Source: an optimization exercise on an open RTL-to-GDS flow (aim: small area, a short achievable clock period and few clock cycles per item). Production flows keep margins and buffers that such runs may drop. In this exercise RTL edits were held to simulation tests only and were not proved equivalent to the original.

<file path="flow/design.v">
`default_nettype none
package ex_pkg;
    localparam int unsigned DATA_WIDTH = 32;
    typedef enum logic [4:0] {
        OP_ADD    = 5'd0,
        OP_SUB    = 5'd1,
        OP_SLL    = 5'd2,
        OP_SLT    = 5'd3,
        OP_SLTU   = 5'd4,
        OP_XOR    = 5'd5,
        OP_SRL    = 5'd6,
        OP_SRA    = 5'd7,
        OP_OR     = 5'd8,
        OP_AND    = 5'd9,
        OP_LUI    = 5'd10,
        OP_BEQ    = 5'd11,   
        OP_BNE    = 5'd12,
        OP_BLT    = 5'd13,
        OP_BGE    = 5'd14,
        OP_BLTU   = 5'd15,
        OP_BGEU   = 5'd16,
        OP_JAL    = 5'd17,
        OP_JALR   = 5'd18,
        OP_MUL    = 5'd19,   
        OP_MULH   = 5'd20,
        OP_MULHSU = 5'd21,
        OP_MULHU  = 5'd22,
        OP_DIV    = 5'd23,
        OP_DIVU   = 5'd24,
        OP_REM    = 5'd25,
        OP_REMU   = 5'd26
    } alu_op_e;
    function automatic logic is_muldiv(input logic [4:0] op);
        is_muldiv = (op >= 5'd19) && (op <= 5'd26);
    endfunction
endpackage
`default_nettype wire
`timescale 1ns/10ps
`default_nettype none
module ex_alu (
    input  wire ex_pkg::alu_op_e                op,
    input  wire logic [ex_pkg::DATA_WIDTH-1:0]  a,
    input  wire logic [ex_pkg::DATA_WIDTH-1:0]  b,
    input  wire logic [ex_pkg::DATA_WIDTH-1:0]  rs1_data,
    input  wire logic [ex_pkg::DATA_WIDTH-1:0]  rs2_data,
    input  wire logic [ex_pkg::DATA_WIDTH-1:0]  pc,
    input  wire logic [ex_pkg::DATA_WIDTH-1:0]  imm,
    output logic      [ex_pkg::DATA_WIDTH-1:0]  result,
    output logic                                taken,
    output logic      [ex_pkg::DATA_WIDTH-1:0]  target
);
    localparam int W = ex_pkg::DATA_WIDTH;
    logic [W-1:0] br_target;
    logic [W-1:0] jalr_sum;
    logic [W-1:0] link;
    assign br_target = pc + imm;
    assign jalr_sum  = rs1_data + imm;
    assign link      = pc + W'(4);
    always_comb begin
        result = '0;
        taken  = 1'b0;
        target = '0;
        case (op)
            ex_pkg::OP_ADD:  result = a + b;
            ex_pkg::OP_SUB:  result = a - b;
            ex_pkg::OP_SLL:  result = a << b[4:0];
            ex_pkg::OP_SLT:  result = W'($signed(a) < $signed(b));
            ex_pkg::OP_SLTU: result = W'(a < b);
            ex_pkg::OP_XOR:  result = a ^ b;
            ex_pkg::OP_SRL:  result = a >> b[4:0];
            ex_pkg::OP_SRA:  result = $signed(a) >>> b[4:0];
            ex_pkg::OP_OR:   result = a | b;
            ex_pkg::OP_AND:  result = a & b;
            ex_pkg::OP_LUI:  result = b;   
            ex_pkg::OP_BEQ:  taken = (rs1_data == rs2_data);
            ex_pkg::OP_BNE:  taken = (rs1_data != rs2_data);
            ex_pkg::OP_BLT:  taken = ($signed(rs1_data) < $signed(rs2_data));
            ex_pkg::OP_BGE:  taken = ($signed(rs1_data) >= $signed(rs2_data));
            ex_pkg::OP_BLTU: taken = (rs1_data < rs2_data);
            ex_pkg::OP_BGEU: taken = (rs1_data >= rs2_data);
            ex_pkg::OP_JAL: begin
                result = link;
                taken  = 1'b1;
            end
            ex_pkg::OP_JALR: begin
                result = link;
                taken  = 1'b1;
                target = {jalr_sum[W-1:1], 1'b0};
            end
            default: result = '0;   
        endcase
        if ((op == ex_pkg::OP_BEQ) || (op == ex_pkg::OP_BNE) || (op == ex_pkg::OP_BLT) ||
            (op == ex_pkg::OP_BGE) || (op == ex_pkg::OP_BLTU) || (op == ex_pkg::OP_BGEU) ||
            (op == ex_pkg::OP_JAL)) begin
            target = br_target;
        end
    end
endmodule
`default_nettype wire
`timescale 1ns/10ps
`default_nettype none
module ex_muldiv (
    input  wire logic                           clk,
    input  wire logic                           rst_n,
    input  wire logic                           start,
    input  wire ex_pkg::alu_op_e                op,
    input  wire logic [ex_pkg::DATA_WIDTH-1:0]  a,
    input  wire logic [ex_pkg::DATA_WIDTH-1:0]  b,
    output logic                                done,
    output logic      [ex_pkg::DATA_WIDTH-1:0]  result
);
    localparam int W  = ex_pkg::DATA_WIDTH;
    localparam int CW = $clog2(W);
    typedef enum logic [1:0] {
        DIV_IDLE,
        DIV_RUN,
        DIV_DONE
    } div_state_e;
    div_state_e state;
    logic                  a_signed;
    logic                  b_signed;
    logic                  is_div;
    logic [W:0]            a_ext;
    logic [W:0]            b_ext;
    logic signed [2*W+1:0] product;
    logic [W-1:0]          a_mag;
    logic [W-1:0]          b_mag;
    logic [CW-1:0]         cnt;
    logic [W-1:0]          quo;
    logic [W-1:0]          rem;
    logic [W-1:0]          dvs;
    logic                  neg_q;
    logic                  neg_r;
    logic                  want_rem;
    logic                  b_zero;
    logic [W:0]            rem_shift;
    logic [W:0]            rem_diff;
    always_comb begin
        a_signed = (op == ex_pkg::OP_MULH) || (op == ex_pkg::OP_MULHSU) ||
                   (op == ex_pkg::OP_DIV) || (op == ex_pkg::OP_REM);
        b_signed = (op == ex_pkg::OP_MULH) || (op == ex_pkg::OP_DIV) || (op == ex_pkg::OP_REM);
        is_div   = (op == ex_pkg::OP_DIV) || (op == ex_pkg::OP_DIVU) ||
                   (op == ex_pkg::OP_REM) || (op == ex_pkg::OP_REMU);
        a_ext    = {a_signed & a[W-1], a};
        b_ext    = {b_signed & b[W-1], b};
        product  = $signed(a_ext) * $signed(b_ext);   
        a_mag    = (a_signed && a[W-1]) ? -a : a;
        b_mag    = (b_signed && b[W-1]) ? -b : b;
    end
    assign rem_shift = {rem, quo[W-1]};
    assign rem_diff  = rem_shift - {1'b0, dvs};
    always_ff @(posedge clk) begin
        if (!rst_n) begin
            state <= DIV_IDLE;
            done  <= 1'b0;
        end else begin
            done <= 1'b0;
            case (state)
                DIV_IDLE: begin
                    if (start && is_div) begin
                        state <= DIV_RUN;
                    end else if (start) begin
                        done <= 1'b1;   
                    end
                end
                DIV_RUN: begin
                    if (cnt == CW'(W - 1)) state <= DIV_DONE;
                end
                default: begin
                    state <= DIV_IDLE;
                    done  <= 1'b1;
                end
            endcase
        end
    end
    always_ff @(posedge clk) begin
        if (state == DIV_IDLE && start) begin
            cnt      <= '0;
            quo      <= a_mag;
            rem      <= '0;
            dvs      <= b_mag;
            neg_q    <= a_signed & (a[W-1] ^ b[W-1]);
            neg_r    <= a_signed & a[W-1];
            want_rem <= (op == ex_pkg::OP_REM) || (op == ex_pkg::OP_REMU);
            b_zero   <= (b == '0);
            if (!is_div) begin
                result <= (op == ex_pkg::OP_MUL) ? product[W-1:0] : product[2*W-1:W];
            end
        end else if (state == DIV_RUN) begin
            cnt <= cnt + 1'b1;
            if (!rem_diff[W]) begin
                rem <= rem_diff[W-1:0];
                quo <= {quo[W-2:0], 1'b1};
            end else begin
                rem <= rem_shift[W-1:0];
                quo <= {quo[W-2:0], 1'b0};
            end
        end else if (state == DIV_DONE) begin
            if (want_rem) begin
                result <= neg_r ? -rem : rem;
            end else begin
                result <= b_zero ? '1 : (neg_q ? -quo : quo);   
            end
        end
    end
endmodule
`default_nettype wire
`timescale 1ns/10ps
`default_nettype none
module ex_lane (
    input  wire logic                           clk,
    input  wire logic                           rst_n,
    input  wire logic                           in_valid,
    output logic                                in_ready,
    input  wire ex_pkg::alu_op_e                op,
    input  wire logic [ex_pkg::DATA_WIDTH-1:0]  rs1_data,
    input  wire logic [ex_pkg::DATA_WIDTH-1:0]  rs2_data,
    input  wire logic [ex_pkg::DATA_WIDTH-1:0]  pc,
    input  wire logic [ex_pkg::DATA_WIDTH-1:0]  imm,
    input  wire logic                           sel_pc,
    input  wire logic                           sel_imm,
    output logic                                out_valid,
    input  wire logic                           out_ready,
    output logic      [ex_pkg::DATA_WIDTH-1:0]  result,
    output logic      [ex_pkg::DATA_WIDTH-1:0]  target,
    output logic                                taken
);
    localparam int W = ex_pkg::DATA_WIDTH;
    logic [W-1:0] opa;
    logic [W-1:0] opb;
    logic [W-1:0] alu_result;
    logic [W-1:0] alu_target;
    logic         alu_taken;
    logic [W-1:0] md_result;
    logic         md_done;
    logic         accept;
    logic         xfer;
    logic         full;
    logic         m_ready;   
    logic         is_m;
    logic [W-1:0] res_q;
    logic [W-1:0] target_q;
    logic         taken_q;
    assign opa = sel_pc ? pc : rs1_data;
    assign opb = sel_imm ? imm : rs2_data;
    assign in_ready  = !full;
    assign accept    = in_valid && !full;
    assign out_valid = full && (!is_m || m_ready || md_done);
    assign xfer      = out_valid && out_ready;
    assign result    = is_m ? md_result : res_q;
    assign target    = target_q;
    assign taken     = taken_q;
    ex_alu u_alu (
        .op       (op),
        .a        (opa),
        .b        (opb),
        .rs1_data (rs1_data),
        .rs2_data (rs2_data),
        .pc       (pc),
        .imm      (imm),
        .result   (alu_result),
        .taken    (alu_taken),
        .target   (alu_target)
    );
    ex_muldiv u_muldiv (
        .clk    (clk),
        .rst_n  (rst_n),
        .start  (accept && ex_pkg::is_muldiv(op)),
        .op     (op),
        .a      (opa),
        .b      (opb),
        .done   (md_done),
        .result (md_result)
    );
    always_ff @(posedge clk) begin
        if (!rst_n) begin
            full    <= 1'b0;
            m_ready <= 1'b0;
        end else begin
            if (accept) full <= 1'b1;
            else if (xfer) full <= 1'b0;
            if (accept || xfer) m_ready <= 1'b0;
            else if (md_done) m_ready <= 1'b1;
        end
    end
    always_ff @(posedge clk) begin
        if (accept) begin
            is_m     <= ex_pkg::is_muldiv(op);
            res_q    <= alu_result;
            target_q <= alu_target;
            taken_q  <= alu_taken;
        end
    end
endmodule
`default_nettype wire
`timescale 1ns/10ps
`default_nettype none
module ex_issue #(
    parameter int LANES = 2
) (
    input  wire logic              clk,
    input  wire logic              rst_n,
    input  wire logic              in_valid,
    output logic                   in_ready,
    output logic [LANES-1:0]       lane_in_valid,
    input  wire logic [LANES-1:0]  lane_in_ready
);
    localparam int PTR_W = (LANES > 1) ? $clog2(LANES) : 1;
    logic [PTR_W-1:0] ptr;
    logic             xfer;
    assign in_ready = lane_in_ready[ptr];
    assign xfer     = in_valid && in_ready;
    always_comb begin
        lane_in_valid      = '0;
        lane_in_valid[ptr] = in_valid;
    end
    always_ff @(posedge clk) begin
        if (!rst_n) begin
            ptr <= '0;
        end else if (xfer) begin
            if (ptr == PTR_W'(LANES - 1)) begin
                ptr <= '0;
            end else begin
                ptr <= ptr + 1'b1;
            end
        end
    end
endmodule
`default_nettype wire
`timescale 1ns/10ps
`default_nettype none
module ex_retire #(
    parameter int LANES = 2
) (
    input  wire logic                                       clk,
    input  wire logic                                       rst_n,
    input  wire logic [LANES-1:0]                           lane_out_valid,
    input  wire logic [LANES-1:0][ex_pkg::DATA_WIDTH-1:0]   lane_result,
    input  wire logic [LANES-1:0][ex_pkg::DATA_WIDTH-1:0]   lane_target,
    input  wire logic [LANES-1:0]                           lane_taken,
    output logic      [LANES-1:0]                           lane_out_ready,
    output logic                                            out_valid,
    input  wire logic                                       out_ready,
    output logic      [ex_pkg::DATA_WIDTH-1:0]              result,
    output logic      [ex_pkg::DATA_WIDTH-1:0]              target,
    output logic                                            taken
);
    localparam int PTR_W = (LANES > 1) ? $clog2(LANES) : 1;
    logic [PTR_W-1:0] ptr;
    assign out_valid = lane_out_valid[ptr];
    assign result    = lane_result[ptr];
    assign target    = lane_target[ptr];
    assign taken     = lane_taken[ptr];
    always_comb begin
        lane_out_ready      = '0;
        lane_out_ready[ptr] = out_ready;   
    end
    always_ff @(posedge clk) begin
        if (!rst_n) begin
            ptr <= '0;
        end else if (out_valid && out_ready) begin
            if (ptr == PTR_W'(LANES - 1)) begin
                ptr <= '0;
            end else begin
                ptr <= ptr + 1'b1;
            end
        end
    end
endmodule
`default_nettype wire
`timescale 1ns/10ps
`default_nettype none
module ex_top #(
    parameter int LANES = 2
) (
    input  wire logic                           clk,
    input  wire logic                           rst_n,
    input  wire logic                           in_valid,
    output logic                                in_ready,
    input  wire logic [4:0]                     op,   
    input  wire logic [ex_pkg::DATA_WIDTH-1:0]  rs1_data,
    input  wire logic [ex_pkg::DATA_WIDTH-1:0]  rs2_data,
    input  wire logic [ex_pkg::DATA_WIDTH-1:0]  pc,
    input  wire logic [ex_pkg::DATA_WIDTH-1:0]  imm,
    input  wire logic                           sel_pc,
    input  wire logic                           sel_imm,
    output logic                                out_valid,
    input  wire logic                           out_ready,
    output logic      [ex_pkg::DATA_WIDTH-1:0]  result,
    output logic                                branch_taken,
    output logic      [ex_pkg::DATA_WIDTH-1:0]  branch_target
);
    logic [LANES-1:0]                         lane_in_valid;
    logic [LANES-1:0]                         lane_in_ready;
    logic [LANES-1:0]                         lane_out_valid;
    logic [LANES-1:0]                         lane_out_ready;
    logic [LANES-1:0]                         lane_taken;
    logic [LANES-1:0][ex_pkg::DATA_WIDTH-1:0] lane_result;
    logic [LANES-1:0][ex_pkg::DATA_WIDTH-1:0] lane_target;
    ex_issue #(.LANES(LANES)) u_issue (
        .clk           (clk),
        .rst_n         (rst_n),
        .in_valid      (in_valid),
        .in_ready      (in_ready),
        .lane_in_valid (lane_in_valid),
        .lane_in_ready (lane_in_ready)
    );
    for (genvar i = 0; i < LANES; i++) begin : g_lane
        ex_lane u_lane (
            .clk       (clk),
            .rst_n     (rst_n),
            .in_valid  (lane_in_valid[i]),
            .in_ready  (lane_in_ready[i]),
            .op        (ex_pkg::alu_op_e'(op)),
            .rs1_data  (rs1_data),
            .rs2_data  (rs2_data),
            .pc        (pc),
            .imm       (imm),
            .sel_pc    (sel_pc),
            .sel_imm   (sel_imm),
            .out_valid (lane_out_valid[i]),
            .out_ready (lane_out_ready[i]),
            .result    (lane_result[i]),
            .target    (lane_target[i]),
            .taken     (lane_taken[i])
        );
    end
    ex_retire #(.LANES(LANES)) u_retire (
        .clk            (clk),
        .rst_n          (rst_n),
        .lane_out_valid (lane_out_valid),
        .lane_result    (lane_result),
        .lane_target    (lane_target),
        .lane_taken     (lane_taken),
        .lane_out_ready (lane_out_ready),
        .out_valid      (out_valid),
        .out_ready      (out_ready),
        .result         (result),
        .target         (branch_target),
        .taken          (branch_taken)
    );
endmodule
`default_nettype wire
</file>
<file path="flow/run.sh">
#!/bin/bash
# synth_recipe.tcl (not shown) runs the flow's synth.tcl, then flattens the netlist and writes it again
# the make line also repeats each setting of config.mk as NAME=value (left out here)
make -C /OpenROAD-flow-scripts/flow DESIGN_CONFIG=/design/flow/config.mk WORK_HOME=/design/flow/orfs CLKGATE_MAP_FILE= SYNTH_SCRIPT=/design/flow/synth_recipe.tcl finish
</file>
<file path="flow/config.mk">
export PLATFORM = sky130hd
export DESIGN_NAME = ex_top
export DESIGN_NICKNAME = ex_top
export VERILOG_FILES = /design/flow/design.v
export SDC_FILE = /design/flow/constraint.sdc
export NUM_CORES = 4
export LEC_CHECK = 0
export CAP_MARGIN = 20
export CORE_MARGIN = 2
export CORE_UTILIZATION = 40
export PLACE_DENSITY = 0.6
export SLEW_MARGIN = 20
</file>
<file path="flow/constraint.sdc">
create_clock -name core_clock -period 12.0 [get_ports {clk}]
set_input_delay 2.4000 -clock core_clock [delete_from_list [all_inputs] [get_ports {clk}]]
set_output_delay 2.4000 -clock core_clock [all_outputs]
set_load 0.01 [all_outputs]
</file>
==> run summary <==
## metrics by stage
stage / hold WS [ps] / setup WS, ps
floorplan: 440 / 12.1
global placement: 448 / -203
detailed placement: 464 / -114
CTS: 472 / 559
global route: 508 / 82.5
finish: 473 / 343
## worst max path at each step
stage                      from                                    to  slack (ps)  cells after the start
floorplan               sel_imm  g_lane[1].u_lane.u_muldiv.result[19]          10                     37
global placement          op[2]  g_lane[0].u_lane.u_muldiv.result[21]        -200                     35
detailed placement        op[2]  g_lane[0].u_lane.u_muldiv.result[21]        -110                     31
CTS                 rs2_data[4]  g_lane[1].u_lane.u_muldiv.result[11]         560                     31
global route              op[1]  g_lane[0].u_lane.u_muldiv.result[21]          80                     33
finish                    op[2]  g_lane[0].u_lane.u_muldiv.result[21]         340                     31
## sequential cells by signal (all words and copies together), names as in the netlist, 2 cells and up
register,flops
g_lane.u_lane.res_q,64
g_lane.u_lane.target_q,64
g_lane.u_lane.u_muldiv.dvs,64
g_lane.u_lane.u_muldiv.quo,64
g_lane.u_lane.u_muldiv.rem,64
g_lane.u_lane.u_muldiv.result,64
g_lane.u_lane.u_muldiv.cnt,10
g_lane.u_lane.u_muldiv.state,4
g_lane.u_lane.full,2
g_lane.u_lane.is_m,2
g_lane.u_lane.m_ready,2
g_lane.u_lane.taken_q,2
g_lane.u_lane.u_muldiv.b_zero,2
g_lane.u_lane.u_muldiv.done,2
g_lane.u_lane.u_muldiv.neg_q,2
g_lane.u_lane.u_muldiv.neg_r,2
g_lane.u_lane.u_muldiv.want_rem,2
## layer usage
layer	up-vias	part of all wire	routed length, µm	track usage
met5	-	0.00051	183	0
met4	28	0.073	26200	0.217
met3	849	0.096	34500	0.0934
met2	3395	0.42	152000	0.557
met1	34800	0.41	145000	0.487
li1	29400	-	-	-
## layout by cell type, fill, tap and decap left out, types with 56 or more instances in the layout
master and instances:
nand3_1 98, inv_1 1408, a221o_1 69, clkdlybuf4s50_1 203
o31ai_1 56, dfxtp_1 85, a31oi_1 58, xnor2_1 203
nor3_1 88, edfxtp_1 332, fa_1 1131, nor2_1 521
mux2i_1 177, buf_4 555, o21a_1 63, a21oi_1 365
nor2b_1 75, nand4_1 56, o21ai_0 378, ha_1 477
nand2_1 1394, buf_12 61, xor2_1 181, mux2_2 63
o22ai_1 59, a21o_1 113, a211oi_1 83
## logic make-up (layout without fill, tap and decap cells)
| logic type | Yosys count | in the layout | synth area share |
|---|---|---|---|
| XOR/XNOR | 384 | 384 | 0.0447 |
| multiplexers | 262 | 262 | 0.0365 |
| AO/OA/AOI/OAI | 1605 | 1605 | 0.141 |
| buffers and inverters | 1928 | 2347 | 0.0969 |
| adder cells (fa/ha/maj) | 1608 | 1608 | 0.380 |
| flip-flops | 418 | 418 | 0.155 |
| AND/OR/NAND/NOR | 2531 | 2531 | 0.145 |
| other | 0 | 10 | 0 |
## critical path: cells and delay by family
kind	cells	cell delay, ps
compound gates	5	1920
fa+ha+maj	9	4420
buf+inv	10	2130
xor+xnor	1	110
simple gates	6	1060
## layout make-up
class	count	area [µm²]	area share
Antenna cell	10	25.0	0.000291
Clock buffer	58	1280	0.0149
Clock inverter	36	492	0.00572
Inverter	1429	5370	0.0625
Multi-Input combinational cell	6390	56500	0.657
Sequential cell	418	11700	0.136
Tap cell	2495	3120	0.0363
Timing Repair Buffer	824	7470	0.0869
==> impl_metrics.json <==
{
  "cts_made_buffers": 50,
  "cts_buffer_depth": 3,
  "synth_edf_count": 332,
  "setup_viol": 0,
  "syn_area_um2": 75200,
  "die_x_um": 438,
  "hold_start": "g_lane[1].u_lane.u_muldiv.cnt[4]",
  "cts_tree": "yes",
  "die_area_um2": 192000,
  "tightest_slew_ps": 1390,
  "ios": 206,
  "initial_utilization": 0.402,
  "synth-warning-count": 5,
  "final.setup.tns_ps": 0,
  "whs_path_depth": 2,
  "die_h_um": 438,
  "hold_buffers": 0,
  "reg2reg_depth": 14,
  "synth-seq-area-share": 0.155,
  "synth.net_count": 10500,
  "fin_util": 0.459,
  "maxSlewViolCount": 0,
  "synthCells": 8736,
  "overflow": 0,
  "min_period_ps": 11660,
  "cap_violations": 0,
  "yosysTopAreaCellShare": 0.301,
  "fin_nets": 10900,
  "dp_hpwl_um": 299000,
  "wirelength_um": 359000,
  "r2r_setup_slack_ps": 7280,
  "max_slew_margin": 0.0667,
  "routed_via_density": 5.87,
  "fin_area_um2": 85900,
  "drt-initial-drc-count": 7091,
  "synth_top_area_cell": "fa_1",
  "status": "complete, no violations",
  "drive_above_1_share": 0.0972,
  "crit_top_cell": "fa_1",
  "htreeDepth": 2,
  "postCtsSetupBuffers": 0,
  "hp-class": "flop to flop",
  "vias": 68400,
  "dr.pass1.iters": 8,
  "antenna_found_initial": 33,
  "cp_max_fo": 32,
  "n_fill_cell": 18300,
  "cp.arrival_ps": 12070,
  "gp_congestion": 1.09,
  "cp_slowest_stage_delay_ps": 640,
  "max_freq_ghz": 0.0858,
  "ant_nets": 0,
  "grt_max_degree": 71,
  "dp_cells": 11600,
  "synth.distinct_cells": 97,
  "synth_area_per_cell_um2": 8.61,
  "ys_seq_elements": 418,
  "critical_path.slowest_cell": "fa_1",
  "async_flop_share": 0,
  "cts.sinks": 418,
  "wire_per_inst_um": 30.8,
  "yosysMostFrequentCell": "inv_1",
  "hold_path_end": "g_lane[1].u_lane.u_muldiv.cnt[4]",
  "clk_pin_slew_ps": 60,
  "area_growth_pct": 14.2,
  "skew_ps": 40.7,
  "crit_path_end_kind": "flop",
  "period_share": 0.971,
  "drc": 0,
  "synth_area_leaders": "fa_1 30%, edfxtp_1 13%, ha_1 7.9%, inv_1 7.0%, nand2_1 7.0%",
  "rsz0062_at_grt": "no",
  "reg2reg_from": "g_lane[1].u_lane.u_muldiv.quo[31]",
  "grt_pass1_vias": 69600,
  "placement.cell_area_um2": 84100,
  "grt_pass1_wl_um": 511000,
  "core_area_um2": 187000,
  "io_buffers": 205,
  "worstPathRequired_ps": 12410,
  "cts_root_buf": "clkbuf_16",
  "synth_ff_type": "edfxtp_1",
  "grt_usage": 0.372,
  "post_cts_resized": 0,
  "clkLatencyLatePin_ps": 700,
  "placementRows": 159,
  "crit_type": "primary input to flop",
  "start_kind": "primary input",
  "worstReg2RegEnd": "g_lane[1].u_lane.u_muldiv.rem[0]",
  "hold_viol": 0,
  "synth_top_cells_by_count": "1413 x inv_1, 1395 x nand2_1, 1131 x fa_1, 527 x nor2_1, 477 x ha_1",
  "fin_cells": 11700
}
Testbench counts, summed over its fixed seeds: cycles 197,026, items 80,000.

[what the ideal ports hide]
The results above use ideal ports. As a check the final layout listed here was re-extracted and re-timed, cells and wires unchanged. Step 1 assumes that a clkbuf_16 drives the clock port and a buf_2 every other input. Step 2 moves the port delays by t, midway between the first and last clock arrival at a register: inputs arrive t later, outputs are due t later. That takes back most of the time a late clock gives input paths. Slacks: ideal / step 1 / step 2; pairs: ideal / step 1.
t (ns): 0.756
setup WS [ns]: 0.343 / 0.386 / -0.370
hold slack, ns: 0.473 / 0.473 / 0.473
Met with ideal ports but missed after step 2: setup timing in this run. For this run, drivers alone change the setup slack by +0.043 ns; drivers and shift together by -0.713 ns.
